Background: an optimization exercise with open tools, aiming at small area, a short achievable clock period and few clock cycles per item. Do not read the settings as production practice. Where RTL was checked, it was by simulation tests only, not by an equivalence proof against the original. Power figures rest on the tool's default switching activity, not on a simulated workload.

==> run a: inputs <==
==> flow/design.v <==
module fft_pingpong_mem
(
  input  logic        clk,
  input  logic        load,
  input  logic        hold,
  input  logic [19:0] d,
  output logic [19:0] q
);
  always_ff @(posedge clk)
    q <= (d & {20{load}}) | (q & {20{hold}});
endmodule
module fft_sel_reg
(
  input  logic       clk,
  input  logic       rst,
  input  logic       en,
  input  logic [7:0] d,
  output logic [7:0] q
);
  always_ff @(posedge clk) begin
    if (rst)
      q <= 8'd1;
    else if (en)
      q <= d;
  end
endmodule
module fft_bitrev_buf
(
  input  logic clk,
  input  logic rst,
  input  logic din_vld,
  input  logic din_last,
  input  logic [9:0] din_re,
  input  logic [9:0] din_im,
  input  logic dout_rdy,
  output logic din_rdy,
  output logic dout_vld,
  output logic dout_last,
  output logic [5:0] dout_idx,
  output logic [9:0] dout_re,
  output logic [9:0] dout_im,
  output logic err_frame
);
  function automatic logic [5:0] bitrev(input logic [5:0] v);
    logic [5:0] r;
    for (int i = 0; i < 6; i++)
      r[i] = v[5-i];
    bitrev = r;
  endfunction
  function automatic logic [7:0] onehot3(input logic [2:0] v);
    onehot3 = 8'd1 << v;
  endfunction
  function automatic logic [5:0] rd_slot(input logic p, input logic [5:0] c);
    rd_slot = p ? c : bitrev(c);
  endfunction
  logic [19:0] in_data;     
  logic        in_vld;
  logic [5:0]  wr_cnt;      
  logic        wr_par;      
  logic        free_q;      
  logic        rdy_q;       
  logic        in_free;     
  logic [5:0]  rd_cnt;      
  logic        rd_par;      
  logic [7:0]  rd_hi;       
  logic [7:0]  rd_lo_a;     
  logic [7:0]  rd_lo_b;     
  logic [1:0]  n_full;      
  logic        vld_q;
  logic [19:0] out_data;
  logic [5:0]  out_idx;
  logic        out_last;
  logic        acc;
  logic        acc_wrap;
  logic        we;
  logic        wr_wrap;
  logic        ld;
  logic        ld_wrap;
  logic [19:0] rd_data;
  logic [19:0] mem [64];
  logic [19:0] grp [8];
  logic [7:0]  wr_hi_n;     
  logic [7:0]  wr_lo_n;
  logic [7:0]  wr_hi;       
  logic [7:0]  wr_lo;       
  logic [5:0]  slot_w;
  logic [5:0]  wr_cnt_n;
  logic        wr_par_n;
  logic [5:0]  rd_cnt_i;    
  logic        rd_par_i;
  logic [5:0]  slot_i;
  logic        free_h;      
  logic        free_l;      
  logic        free_n;
  logic        in_vld_n;
  assign din_rdy  = rdy_q;
  assign dout_vld = vld_q;
  assign in_free  = !in_vld | free_q;
  assign acc      = din_vld & in_free;
  assign acc_wrap = in_vld ? (wr_cnt == 6'd62) : (wr_cnt == 6'd63);
  assign we       = in_vld & free_q;
  assign wr_wrap  = (wr_cnt == 6'd63);
  assign ld       = (!vld_q | dout_rdy) & ((n_full != 2'd0) | (acc & acc_wrap));
  assign ld_wrap  = (rd_cnt == 6'd63);
  for (genvar k = 0; k < 64; k++) begin : g_mem
    logic sel;
    assign sel = wr_hi[k/8] & wr_lo[k%8];
    fft_pingpong_mem u_ent (
      .clk  (clk),
      .load (sel),
      .hold (wr_hi_n[k/8] | wr_lo_n[k%8]),
      .d    (in_data),
      .q    (mem[k])
    );
  end
  always_comb begin
    for (int g = 0; g < 8; g++) begin
      grp[g] = '0;
      for (int l = 0; l < 8; l++)
        grp[g] = grp[g] | (mem[8*g+l] & {{10{rd_lo_b[l]}}, {10{rd_lo_a[l]}}});
    end
    rd_data = '0;
    for (int g = 0; g < 8; g++)
      rd_data = rd_data | (grp[g] & {20{rd_hi[g]}});
  end
  fft_sel_reg u_rd_lo_a (
    .clk (clk),
    .rst (rst),
    .en  (ld),
    .d   (onehot3(slot_i[2:0])),
    .q   (rd_lo_a)
  );
  fft_sel_reg u_rd_lo_b (
    .clk (clk),
    .rst (rst),
    .en  (ld),
    .d   (onehot3(slot_i[2:0])),
    .q   (rd_lo_b)
  );
  always_comb begin
    wr_cnt_n = we ? wr_cnt + 6'd1 : wr_cnt;
    wr_par_n = (we & wr_wrap) ? ~wr_par : wr_par;
    slot_w   = wr_par_n ? bitrev(wr_cnt_n) : wr_cnt_n;
    rd_cnt_i = rd_cnt + 6'd1;
    rd_par_i = ld_wrap ? ~rd_par : rd_par;
    slot_i   = rd_slot(rd_par_i, rd_cnt_i);
    free_h   = (wr_par_n == rd_par)   || (wr_cnt_n < rd_cnt);
    free_l   = (wr_par_n == rd_par_i) || (wr_cnt_n < rd_cnt_i);
    free_n   = ld ? free_l : free_h;
    in_vld_n = in_free ? din_vld : in_vld;
  end
  always_ff @(posedge clk) begin
    if (rst) begin
      in_vld    <= 1'b0;
      wr_cnt    <= '0;
      wr_par    <= 1'b0;
      wr_hi     <= 8'd1;
      wr_lo     <= 8'd1;
      wr_hi_n   <= 8'hfe;
      wr_lo_n   <= 8'hfe;
      free_q    <= 1'b1;
      rdy_q     <= 1'b1;
      rd_cnt    <= '0;
      rd_par    <= 1'b0;
      rd_hi     <= 8'd1;
      n_full    <= '0;
      vld_q     <= 1'b0;
      err_frame <= 1'b0;
    end else begin
      in_vld  <= in_vld_n;
      wr_cnt  <= wr_cnt_n;
      wr_par  <= wr_par_n;
      wr_hi   <= free_n ? onehot3(slot_w[5:3]) : 8'd0;
      wr_lo   <= onehot3(slot_w[2:0]);
      wr_hi_n <= free_n ? ~onehot3(slot_w[5:3]) : 8'hff;
      wr_lo_n <= ~onehot3(slot_w[2:0]);
      free_q  <= free_n;
      rdy_q   <= !in_vld_n || free_n;
      if (ld) begin
        rd_cnt <= rd_cnt_i;
        rd_par <= rd_par_i;
        rd_hi  <= onehot3(slot_i[5:3]);
      end
      n_full  <= n_full + 2'((acc & acc_wrap)) - 2'((ld & ld_wrap));
      if (acc && (din_last != acc_wrap))
        err_frame <= 1'b1;
      if (ld)
        vld_q <= 1'b1;
      else if (dout_rdy)
        vld_q <= 1'b0;
    end
  end
  always_ff @(posedge clk) begin
    if (in_free)
      in_data <= {din_re, din_im};
  end
  fft_pingpong_mem u_out (
    .clk  (clk),
    .load (ld & !rst),
    .hold (!(ld | dout_rdy | rst)),
    .d    (rd_data),
    .q    (out_data)
  );
  always_ff @(posedge clk) begin
    if (rst) begin
      out_idx  <= '0;
      out_last <= 1'b0;
    end else if (ld) begin
      out_idx  <= bitrev(rd_cnt);
      out_last <= ld_wrap;
    end else if (dout_rdy) begin
      out_idx  <= '0;
      out_last <= 1'b0;
    end
  end
  assign dout_re   = out_data[19:10];
  assign dout_im   = out_data[9:0];
  assign dout_idx  = out_idx;
  assign dout_last = out_last;
endmodule
==> flow/run.sh <==
#!/bin/bash
# synth_recipe.tcl (not shown) runs the flow's synth.tcl, then flattens the netlist and writes it again
# the make line also repeats each setting of config.mk as NAME=value (left out here)
make -C /OpenROAD-flow-scripts/flow DESIGN_CONFIG=/design/flow/config.mk WORK_HOME=/design/flow/orfs CLKGATE_MAP_FILE= SYNTH_SCRIPT=/design/flow/synth_recipe.tcl finish
==> flow/config.mk <==
export PLATFORM = sky130hd
export DESIGN_NAME = fft_bitrev_buf
export DESIGN_NICKNAME = fft_bitrev_buf
export VERILOG_FILES = /design/flow/design.v
export SDC_FILE = /design/flow/constraint.sdc
export NUM_CORES = 4
export LEC_CHECK = 0
export CAP_MARGIN = 20
export CORE_MARGIN = 2
export CORE_UTILIZATION = 55
export CTS_BUF_LIST = sky130_fd_sc_hd__clkbuf_16
export CTS_CLUSTER_DIAMETER = 80
export CTS_CLUSTER_SIZE = 25
export SETUP_SLACK_MARGIN = 4.0
export SLEW_MARGIN = 20
export SYNTH_HIERARCHICAL = 1
==> flow/constraint.sdc <==
create_clock -name core_clock -period 6.5 [get_ports {clk}]
set_input_delay 1.3000 -clock core_clock [delete_from_list [all_inputs] [get_ports {clk}]]
set_output_delay 1.3000 -clock core_clock [all_outputs]
set_load 0.01 [all_outputs]
==> run b (differences from run a) <==
==> flow/design.v, changed modules only <==
module fft_pingpong_mem
(
  input  logic        clk,
  input  logic        we,
  input  logic [5:0]  wr_addr,
  input  logic [19:0] wr_data,
  input  logic [7:0]  rd_hi,
  input  logic [7:0]  rd_lo,
  output logic [19:0] rd_data
);
  logic [19:0] mem [64];
  logic [19:0] grp [8];
  always_ff @(posedge clk) begin
    if (we)
      mem[wr_addr] <= wr_data;
  end
  always_comb begin
    for (int g = 0; g < 8; g++) begin
      grp[g] = '0;
      for (int l = 0; l < 8; l++)
        grp[g] = grp[g] | (mem[8*g+l] & {20{rd_lo[l]}});
    end
    rd_data = '0;
    for (int g = 0; g < 8; g++)
      rd_data = rd_data | (grp[g] & {20{rd_hi[g]}});
  end
endmodule
module fft_bitrev_buf
(
  input  logic clk,
  input  logic rst,
  input  logic din_vld,
  input  logic din_last,
  input  logic [9:0] din_re,
  input  logic [9:0] din_im,
  input  logic dout_rdy,
  output logic din_rdy,
  output logic dout_vld,
  output logic dout_last,
  output logic [5:0] dout_idx,
  output logic [9:0] dout_re,
  output logic [9:0] dout_im,
  output logic err_frame
);
  function automatic logic [5:0] bitrev(input logic [5:0] v);
    logic [5:0] r;
    for (int i = 0; i < 6; i++)
      r[i] = v[5-i];
    bitrev = r;
  endfunction
  function automatic logic [7:0] onehot3(input logic [2:0] v);
    onehot3 = 8'd1 << v;
  endfunction
  function automatic logic [5:0] rd_slot(input logic p, input logic [5:0] c);
    rd_slot = p ? c : bitrev(c);
  endfunction
  logic [19:0] in_data;     
  logic        in_vld;
  logic [5:0]  acc_cnt;     
  logic [5:0]  wr_cnt;      
  logic        wr_par;      
  logic        free_q;      
  logic        rdy_q;
  logic [5:0]  rd_cnt;      
  logic        rd_par;      
  logic [7:0]  rd_hi;       
  logic [7:0]  rd_lo;       
  logic [1:0]  n_full;      
  logic        vld_q;
  logic [19:0] out_data;
  logic [5:0]  out_idx;
  logic        out_last;
  logic        acc;
  logic        acc_wrap;
  logic        we;
  logic        wr_wrap;
  logic        ld;
  logic        ld_wrap;
  logic [19:0] rd_data;
  logic [5:0]  wr_addr;
  logic [5:0]  wr_cnt_n;
  logic        wr_par_n;
  logic [5:0]  rd_cnt_i;    
  logic        rd_par_i;
  logic [5:0]  slot_i;
  logic        free_h;      
  logic        free_l;      
  logic        free_n;
  logic        in_vld_n;
  assign din_rdy  = rdy_q;
  assign dout_vld = vld_q;
  assign acc      = din_vld & rdy_q;
  assign acc_wrap = (acc_cnt == 6'd63);
  assign we       = in_vld & free_q;
  assign wr_wrap  = (wr_cnt == 6'd63);
  assign ld       = (!vld_q | dout_rdy) & ((n_full != 2'd0) | (acc & acc_wrap));
  assign ld_wrap  = (rd_cnt == 6'd63);
  assign wr_addr  = wr_par ? bitrev(wr_cnt) : wr_cnt;
  fft_pingpong_mem u_mem (
    .clk     (clk),
    .we      (we),
    .wr_addr (wr_addr),
    .wr_data (in_data),
    .rd_hi   (rd_hi),
    .rd_lo   (rd_lo),
    .rd_data (rd_data)
  );
  always_comb begin
    wr_cnt_n = we ? wr_cnt + 6'd1 : wr_cnt;
    wr_par_n = (we & wr_wrap) ? ~wr_par : wr_par;
    rd_cnt_i = rd_cnt + 6'd1;
    rd_par_i = ld_wrap ? ~rd_par : rd_par;
    slot_i   = rd_slot(rd_par_i, rd_cnt_i);
    free_h   = (wr_par_n == rd_par)   || (wr_cnt_n < rd_cnt);
    free_l   = (wr_par_n == rd_par_i) || (wr_cnt_n < rd_cnt_i);
    free_n   = ld ? free_l : free_h;
    in_vld_n = rdy_q ? din_vld : in_vld;
  end
  always_ff @(posedge clk) begin
    if (rst) begin
      in_vld    <= 1'b0;
      acc_cnt   <= '0;
      wr_cnt    <= '0;
      wr_par    <= 1'b0;
      free_q    <= 1'b1;
      rdy_q     <= 1'b1;
      rd_cnt    <= '0;
      rd_par    <= 1'b0;
      rd_hi     <= 8'd1;
      rd_lo     <= 8'd1;
      n_full    <= '0;
      vld_q     <= 1'b0;
      err_frame <= 1'b0;
    end else begin
      in_vld  <= in_vld_n;
      wr_cnt  <= wr_cnt_n;
      wr_par  <= wr_par_n;
      free_q  <= free_n;
      rdy_q   <= !in_vld_n || free_n;
      if (ld) begin
        rd_cnt <= rd_cnt_i;
        rd_par <= rd_par_i;
        rd_hi  <= onehot3(slot_i[5:3]);
        rd_lo  <= onehot3(slot_i[2:0]);
      end
      n_full  <= n_full + 2'((acc & acc_wrap)) - 2'((ld & ld_wrap));
      if (acc) begin
        acc_cnt <= acc_cnt + 6'd1;
        if (din_last != acc_wrap)
          err_frame <= 1'b1;
      end
      if (ld)
        vld_q <= 1'b1;
      else if (dout_rdy)
        vld_q <= 1'b0;
    end
  end
  always_ff @(posedge clk) begin
    if (rdy_q)
      in_data <= {din_re, din_im};
  end
  always_ff @(posedge clk) begin
    if (rst) begin
      out_data <= '0;
      out_idx  <= '0;
      out_last <= 1'b0;
    end else if (ld) begin
      out_data <= rd_data;
      out_idx  <= bitrev(rd_cnt);
      out_last <= ld_wrap;
    end else if (dout_rdy) begin
      out_data <= '0;
      out_idx  <= '0;
      out_last <= 1'b0;
    end
  end
  assign dout_re   = out_data[19:10];
  assign dout_im   = out_data[9:0];
  assign dout_idx  = out_idx;
  assign dout_last = out_last;
endmodule
// module fft_sel_reg removed
CORE_UTILIZATION = 40   (was 55)
CTS_CLUSTER_DIAMETER = 100   (was 80)
CTS_CLUSTER_SIZE = 32   (was 25)
SYNTH_HIERARCHICAL = not set   (was 1)
==> notes <==
- In run b the utilization is lower than in run a, by 13 points.
- Flip-flop and latch count: run b is lower than run a (34).
- Of run a and run b, run b has the higher register-to-register slack (gap 70 ps).
- Against run a, the global-route usage of run b is lower by 16 points.
- In run a the worst hold slack is higher than in run b, by 2.8 ps.
- In run a the synthesized cell count is higher than in run b, by about 56%.
- Against run a, the sequential power of run b is larger by 6.6%.
- In run b the die area is larger than in run a, by 33%.
- Between run a and run b, the lower clock skew is in run a (gap 12 ps).
- Of run a and run b, run a has the higher first-iteration DRC count (gap about 40%, measured against run b).
Testbench counts of run b, summed over its fixed seeds: cycles 19,909, samples 16,384.
Only the layout flow was run in run a; the RTL was not checked for function there.

## separate check: timing with driven ports
No port has a modelled driver above. Below, the same layouts with a new extraction and two added sets of constraints. Step 1, drivers: a clkbuf_16 drives clk and a buf_2 each remaining input, both assumed. Step 2 moves the port delays by t, midway between the first and last clock arrival at a register: inputs arrive t later, outputs are due t later. That takes back most of the time a late clock gives input paths. Three values: ideal, step 1, step 2; two values: the first two.
run	t, ns	setup WS [ns]	clock arrival spread, ns	pins driven straight from the clock port
run a	0.740	3.836 / 3.836 / 3.191	0.029 / 0.029	1
run b	0.758	3.901 / 3.858 / 3.369	0.046 / 0.047	1
After both steps setup and hold are still met in every run listed. The setup slack of run a, which loses most, moves by 0.000 ns with the drivers and by -0.645 ns with both steps.
